This is an optimization exercise on Yosys and OpenROAD, whose aim is small area, a short achievable clock period and few clock cycles, not a production implementation.
The RTL was checked by simulation tests, not by an equivalence proof against the original design.
Power is estimated from default activity; no workload was simulated.

--- design/flow/config.mk ---
export PLATFORM = sky130hd
export DESIGN_NAME = phase_synthesizer
export DESIGN_NICKNAME = phase_synthesizer
export VERILOG_FILES = /design/flow/design.v
export SDC_FILE = /design/flow/constraint.sdc
export NUM_CORES = 4
export LEC_CHECK = 0
export CAP_MARGIN = 20
export CORE_MARGIN = 2
export CORE_UTILIZATION = 40
export SLEW_MARGIN = 20
--- design/flow/constraint.sdc ---
create_clock -name core_clock -period 7.0 [get_ports {clock}]
set_input_delay 1.4000 -clock core_clock [delete_from_list [all_inputs] [get_ports {clock}]]
set_output_delay 1.4000 -clock core_clock [all_outputs]
set_load 0.01 [all_outputs]
--- design/flow/design.v ---
module phase_synthesizer #(
  parameter int ADDR_WIDTH  = 11,
  parameter int PHASE_WIDTH = 24,
  parameter int MAG_WIDTH   = 16,
  parameter int RATIO_WIDTH = 16,
  parameter int RATIO_FRAC  = 12
) (
  input  logic                   clock,
  input  logic                   reset,
  input  logic [PHASE_WIDTH-1:0] phase,
  input  logic [PHASE_WIDTH-1:0] phase_last,
  input  logic                   phases_valid,
  input  logic [ADDR_WIDTH-1:0]  k_max,
  input  logic [MAG_WIDTH-1:0]   magnitude,
  input  logic [RATIO_WIDTH-1:0] pitch_ratio,
  output logic [47:0]            m_tdata,
  output logic                   m_tvalid,
  input  logic                   m_tready,
  output logic                   m_tlast,
  output logic [15:0]            m_tuser,
  output logic                   busy,
  output logic [7:0]             dropped_count
);
  localparam int PROD_W = PHASE_WIDTH + RATIO_WIDTH + 1;
  localparam int KP_W   = ADDR_WIDTH + RATIO_WIDTH;
  localparam logic [KP_W-1:0] K_SAT = KP_W'((2 ** ADDR_WIDTH) / 2 - 1);
  localparam logic [ADDR_WIDTH-1:0] BIN_LAST = '1;
  typedef enum logic [2:0] {S_IDLE, S_CAPTURE, S_SCALE, S_ACCUM, S_STREAM} state_t;
  state_t state_q, state_d;
  logic [PHASE_WIDTH-1:0] phase_q, phase_d, phase_last_q, phase_last_d;
  logic [ADDR_WIDTH-1:0]  k_max_q, k_max_d, k_out_q, k_out_d, tuser_q, tuser_d;
  logic [MAG_WIDTH-1:0]   mag_q, mag_d;
  logic [RATIO_WIDTH-1:0] ratio_q, ratio_d;
  logic signed [PHASE_WIDTH-1:0] delta_q, delta_d, prod_q, prod_d, acc_q, acc_d;
  logic [47:0] tdata_q, tdata_d;
  logic        tvalid_q, tvalid_d, tlast_q, tlast_d, busy_q, busy_d;
  logic [7:0]  drop_q, drop_d;
  logic signed [PROD_W-1:0]      prod_full, prod_shift;
  logic [KP_W-1:0]               k_full, k_shift;
  logic [ADDR_WIDTH-1:0]         beat_bin;
  logic [MAG_WIDTH-1:0]          mag_sel;
  logic signed [PHASE_WIDTH-1:0] ph_sel;
  logic [47:0]                   beat_data;
  always_comb begin
    prod_full  = PROD_W'(delta_q) * $signed(PROD_W'(ratio_q));
    prod_shift = prod_full >>> RATIO_FRAC;
    k_full     = KP_W'(k_max_q) * KP_W'(ratio_q);
    k_shift    = k_full >> RATIO_FRAC;
    beat_bin   = tvalid_q ? tuser_q + ADDR_WIDTH'(1) : '0;
    mag_sel    = '0;
    ph_sel     = '0;
    if (beat_bin == k_out_q) begin
      mag_sel = mag_q;
      ph_sel  = (k_out_q == '0) ? '0 : acc_q;
    end
    else if ((k_out_q != '0) && (beat_bin == ADDR_WIDTH'(0) - k_out_q)) begin
      mag_sel = mag_q;
      ph_sel  = -acc_q;
    end
    beat_data = {24'(mag_sel), 24'(ph_sel)};
  end
  always_comb begin
    state_d      = state_q;
    phase_d      = phase_q;
    phase_last_d = phase_last_q;
    k_max_d      = k_max_q;
    mag_d        = mag_q;
    ratio_d      = ratio_q;
    delta_d      = delta_q;
    prod_d       = prod_q;
    k_out_d      = k_out_q;
    acc_d        = acc_q;
    tdata_d      = tdata_q;
    tvalid_d     = tvalid_q;
    tlast_d      = tlast_q;
    tuser_d      = tuser_q;
    busy_d       = busy_q;
    drop_d       = drop_q;
    if (phases_valid && (state_q != S_IDLE) && (drop_q != 8'hFF)) drop_d = drop_q + 8'd1;
    case (state_q)
      S_IDLE: begin
        if (phases_valid) begin
          phase_d      = phase;
          phase_last_d = phase_last;
          k_max_d      = k_max;
          mag_d        = magnitude;
          ratio_d      = pitch_ratio;
          busy_d       = 1'b1;
          state_d      = S_CAPTURE;
        end
      end
      S_CAPTURE: begin
        delta_d = phase_q - phase_last_q;
        state_d = S_SCALE;
      end
      S_SCALE: begin
        prod_d  = prod_shift[PHASE_WIDTH-1:0];
        k_out_d = (k_shift > K_SAT) ? K_SAT[ADDR_WIDTH-1:0] : k_shift[ADDR_WIDTH-1:0];
        state_d = S_ACCUM;
      end
      S_ACCUM: begin
        acc_d   = acc_q + prod_q;
        state_d = S_STREAM;
      end
      S_STREAM: begin
        if (!tvalid_q || (m_tready && !tlast_q)) begin
          tvalid_d = 1'b1;
          tuser_d  = beat_bin;
          tdata_d  = beat_data;
          tlast_d  = (beat_bin == BIN_LAST);
        end else if (m_tready) begin
          tvalid_d = 1'b0;
          tlast_d  = 1'b0;
          tuser_d  = '0;
          tdata_d  = '0;
          busy_d   = 1'b0;
          state_d  = S_IDLE;
        end
      end
      default: state_d = S_IDLE;
    endcase
  end
  always_ff @(posedge clock or posedge reset) begin
    if (reset) begin
      state_q      <= S_IDLE;
      phase_q      <= '0;
      phase_last_q <= '0;
      k_max_q      <= '0;
      mag_q        <= '0;
      ratio_q      <= '0;
      delta_q      <= '0;
      prod_q       <= '0;
      k_out_q      <= '0;
      acc_q        <= '0;
      tdata_q      <= '0;
      tvalid_q     <= 1'b0;
      tlast_q      <= 1'b0;
      tuser_q      <= '0;
      busy_q       <= 1'b0;
      drop_q       <= '0;
    end else begin
      state_q      <= state_d;
      phase_q      <= phase_d;
      phase_last_q <= phase_last_d;
      k_max_q      <= k_max_d;
      mag_q        <= mag_d;
      ratio_q      <= ratio_d;
      delta_q      <= delta_d;
      prod_q       <= prod_d;
      k_out_q      <= k_out_d;
      acc_q        <= acc_d;
      tdata_q      <= tdata_d;
      tvalid_q     <= tvalid_d;
      tlast_q      <= tlast_d;
      tuser_q      <= tuser_d;
      busy_q       <= busy_d;
      drop_q       <= drop_d;
    end
  end
  assign m_tdata       = tdata_q;
  assign m_tvalid      = tvalid_q;
  assign m_tlast       = tlast_q;
  assign m_tuser       = 16'(tuser_q);
  assign busy          = busy_q;
  assign dropped_count = drop_q;
endmodule
--- design/flow/run.sh ---
#!/bin/bash
# synth_recipe.tcl (not shown) runs the flow's synth.tcl, then flattens the netlist and writes it again
# the make line also repeats each setting of config.mk as NAME=value (left out here)
make -C /OpenROAD-flow-scripts/flow DESIGN_CONFIG=/design/flow/config.mk WORK_HOME=/design/flow/orfs CLKGATE_MAP_FILE= SYNTH_SCRIPT=/design/flow/synth_recipe.tcl finish
==> results by group <==
Status
  • Status: timing/DRC/antenna clean

Place
  • GP Congestion: 0.8947
  • Hpwl dp: 61.07 mm
  • Placed cells: 4,246
  • # port buffers: 156

Routing
  • Drt total wl: 76.48 mm
  • Drt drc: 0
  • WL/cell: 17.77 µm
  • TritonRoute pass-1 iters: 5
  • DRT iter0 DRCs: 1,275
  • Via density: 4.989
  • Remaining antenna violation count: 0
  • Vias: 21,470

Clock network
  • CTS resizes: 0
  • Cts bufs inserted: 30
  • Post-CTS setup repair buffer count: 0
  • H-tree levels: 1
  • Worst-case clock buffer depth: 3
  • CTS sink cnt: 239
  • CTS tree: built
  • CTS root buf: clkbuf_16
  • Reg clk slew, reported paths: 0.06 ns
  • CTS Hold Buffers Added: 0
  • Clock Latency Late Sink: 0.60 ns

Critical path
  • Crit-path cells: buf_4, and2_1, fa_1, inv_1, fa_1, inv_1, fa_1, fa_1, inv_1, fa_1, inv_1, ha_1, a211oi_1, nand2_1, o22ai_1, a311oi_1, o41a_1, a211oi_2, o21ai_0, or3_1, a2111oi_4, buf_4, a22oi_1
  • R2r setup slk: 0.33 ns
  • Critical path's most frequent cell: fa_1
  • CP required: 7.46 ns
  • Endpoint type of the worst setup path: flop
  • CP startpoint kind: flop
  • Max incr delay on CP: 0.54 ns
  • Critical-path top delay cell: fa_1
  • CP max FO: 11
  • CP Class: flop to flop
  • CP arrival: 7.13 ns

Finish
  • Number of nets in the layout: 4,078
  • Layout cells sized above 1: 6.938%
  • Area grow syn2layout: 13.52%
  • Fillers: 7,049
  • Fin util: 46.05%
  • Antenna diodes: 0
  • Post-Layout Cell Count: 4,303

Logic synthesis
  • Post-synth top area cell: fa_1
  • Synth top area share: 31.21%
  • Syn avg cell area: 9.292 µm²
  • Top_reg_cell synth: dfrtp_1
  • Post-synthesis sequential area ratio: 20.14%
  • Post-Syn Area: 0.02970 mm²
  • Unique cell type count in the Yosys netlist: 75
  • Async set or reset register ratio after synthesis: 100.0%
  • Syn Inst Count: 3,196
  • Synth area leaders: fa_1 (31%), dfrtp_1 (20%), ha_1 (8.4%)
  • Synth warn: 1
  • EDFF count, synth: 0
  • Synthesized flop and latch total: 239

Global routing
  • Gr ovfl total: 0
  • Largest net degree at the start of global routing: 117
  • Antenna violations before repair: 1
  • First-pass GRT wire length: 125.8 mm
  • Tot GR Track Use: 20.52%
  • Vias in the first global route: 22,510

Floorplan
  • Starting density of the core: 40.56%
  • Std-Cell Core Area: 0.07321 mm²
  • Cell Rows: 99
  • Die width: 276.5 µm
  • Die height: 276.5 µm
  • I/O pins: 170
  • Die area: 0.07644 mm²

Timing
  • Worst rel slew slack: 38.31%
  • Final Setup Violations: 0
  • Tmin final: 6.674 ns
  • Fmax: 149.8 MHz
  • Final Hold Fails: 0
  • Tcrit/Tclk final: 95.34%
  • Number of max-slew violations in the final report: 0
  • Final Skew: 0.01677 ns
  • Tightest Pin Transition: 0.9169 ns
  • Hold WS: 0.4748 ns

Power and ir drop
  • Power Density: 107.8 mW/mm²
  • Max VDD drop: 0.1628 mV
  • Pleak: 16.22 nW

Min path
  • HP Class: flop to flop

Job
  • MaxCap Viol Count: 0
-- final cells by class --
cell class              count  area [µm²]  share of cell area, %
clock buffers              35       799.5                  2.372
well taps                 959        1200                  3.559
multi-input cells        2244       20990                  62.25
inverters                 565        2125                  6.302
flip-flops and latches    239        5988                  17.76
clock inverters            21       352.8                  1.047
repair buffers            240        2262                  6.710
-- cells by family (layout without fill, tap and decap cells) --
group                      after synthesis  after routing  synth area share [%]
xor gates and xnor gates               129            129                 3.948
other                                    1             13               0.01263
and+or+nand+nor                        984            984                 15.95
muxes                                   75             75                 2.831
DFF                                    239            239                 20.14
adders and majority gates              663            663                 39.64
AOI/OAI and AO/OA                      380            380                 8.094
buffers and inverters                  725            861                 9.387
-- stage by stage --
stage | setup WS, ns | setup TNS, ns | cell area (µm²) | power [mW]
after floorplan | 0.4846 | 0 | 29740 | 1.678
after global placement | 0.3028 | 0 | 32520 | 1.857
after detailed placement | 0.1585 | 0 | 32520 | 1.860
after CTS | 0.1867 | 0 | 33670 | 3.697
after global routing | -0.002755 | -0.002755 | 33710 | 3.785
final | 0.3261 | 0 | 33710 | 3.634
-- Yosys cell counts, types with 4 or more instances --
library cell	instances
or3_1	12
a221o_1	8
o21ai_0	151
o211ai_1	12
nor2b_1	13
xor2_1	63
nor4_1	6
and3_1	13
mux2_2	72
a31oi_1	13
a211oi_1	11
a211o_1	7
and2_1	240
nor3_1	35
xnor2_1	63
o21a_1	9
clkbuf_1	137
buf_4	13
o31ai_1	12
nand2_1	497
a21oi_1	64
fa_1	463
buf_2	4
a22o_1	21
or2_2	4
o21bai_1	5
nor2_1	67
nor3b_1	5
a22oi_1	5
a32oi_1	8
and4_1	4
nand3_1	30
nand4_1	15
inv_1	565
nand3b_1	4
dfrtp_1	239
a21o_1	27
or4_1	6
ha_1	200
nand2b_1	21
-- cell usage in the layout (no fill, tap or decap), types with 35 or more instances in the layout --
cell             synthesis  routed
dfrtp_1                239     235
nor2_1                  67      66
mux2_2                  72      72
ha_1                   200     200
xor2_1                  63      63
and2_1                 240     240
a21oi_1                 64      64
clkdlybuf4s50_1          0     156
o21ai_0                151     151
nand2_1                497     497
xnor2_1                 63      63
inv_1                  565     564
nor3_1                  35      35
buf_4                   13      79
fa_1                   463     463
-- path summary, 6_finish.rpt --
kind / start / to / depth (start not counted)
worst max-delay path: ratio_q[3] / k_out_q[1] / 23
worst min-delay path: tdata_q[18] / tdata_q[18] / 2
worst max register to register: ratio_q[3] / k_out_q[1] / 23
worst min register to register: tdata_q[18] / tdata_q[18] / 2
max in group asynchronous: reset / ratio_q[4] / 3
min in group asynchronous: reset / tuser_q[4] / 2
-- critical path, delay by kind of cell (launching register included) --
family	cells	cell delay, ns
flops	1	0.49
compound gates	8	1.80
simple gates	3	0.68
fa+ha+maj	6	2.89
buf+inv	6	0.65
-- sequential cells by signal (all words and copies together), names as in the netlist, 3 cells and up --
register and cells:
state_q 3, tdata_q 40, delta_q 24, mag_q 16, k_max_q 11, acc_q 24, ratio_q 16, drop_q 8
phase_last_q 24, prod_q 24, k_out_q 11, phase_q 24, tuser_q 11
-- where the power goes --
part / switching, mW / internal [mW]
logic: 0.210 / 0.170
clock network: 0.685 / 1.12
registers: 0.0393 / 1.41
-- layer usage --
| layer | GRT usage [%] | up-vias | share of wire [%] |
|---|---|---|---|
| met4 | 4.806 | 2 | 2.5 |
| met2 | 32.36 | 549 | 44 |
| met5 | 0 | - | 0.014 |
| met3 | 3.710 | 103 | 6.1 |
| li1 | - | 10190 | - |
| met1 | 29.34 | 10620 | 47 |
Testbench counts, summed over its fixed seeds: cycles 49,272.

==> what the ideal ports hide <==
No port has a modelled driver above. Below, the same layout with a new extraction and two added sets of constraints.
Step 1 sets driving cells, clkbuf_16 on the clock port and buf_2 on the other inputs (assumed; they add their load-dependent delay and slew).
Step 2 adds t to the input delays and takes it off the output delays; t is the mean of the earliest and latest rising clock arrival at the registers after step 1. Input paths then give back, and output paths get back, about the clock's delay inside the block.
a / b / c = ideal / step 1 / step 2; a / b = the first two.
t (ns): 0.657
slack for setup (ns): 0.326 / 0.326 / 0.326
worst setup path at the end: register to register
After both steps setup and hold are still met in this run. For this run, drivers alone change the setup slack by 0.000 ns; drivers and shift together by 0.000 ns.
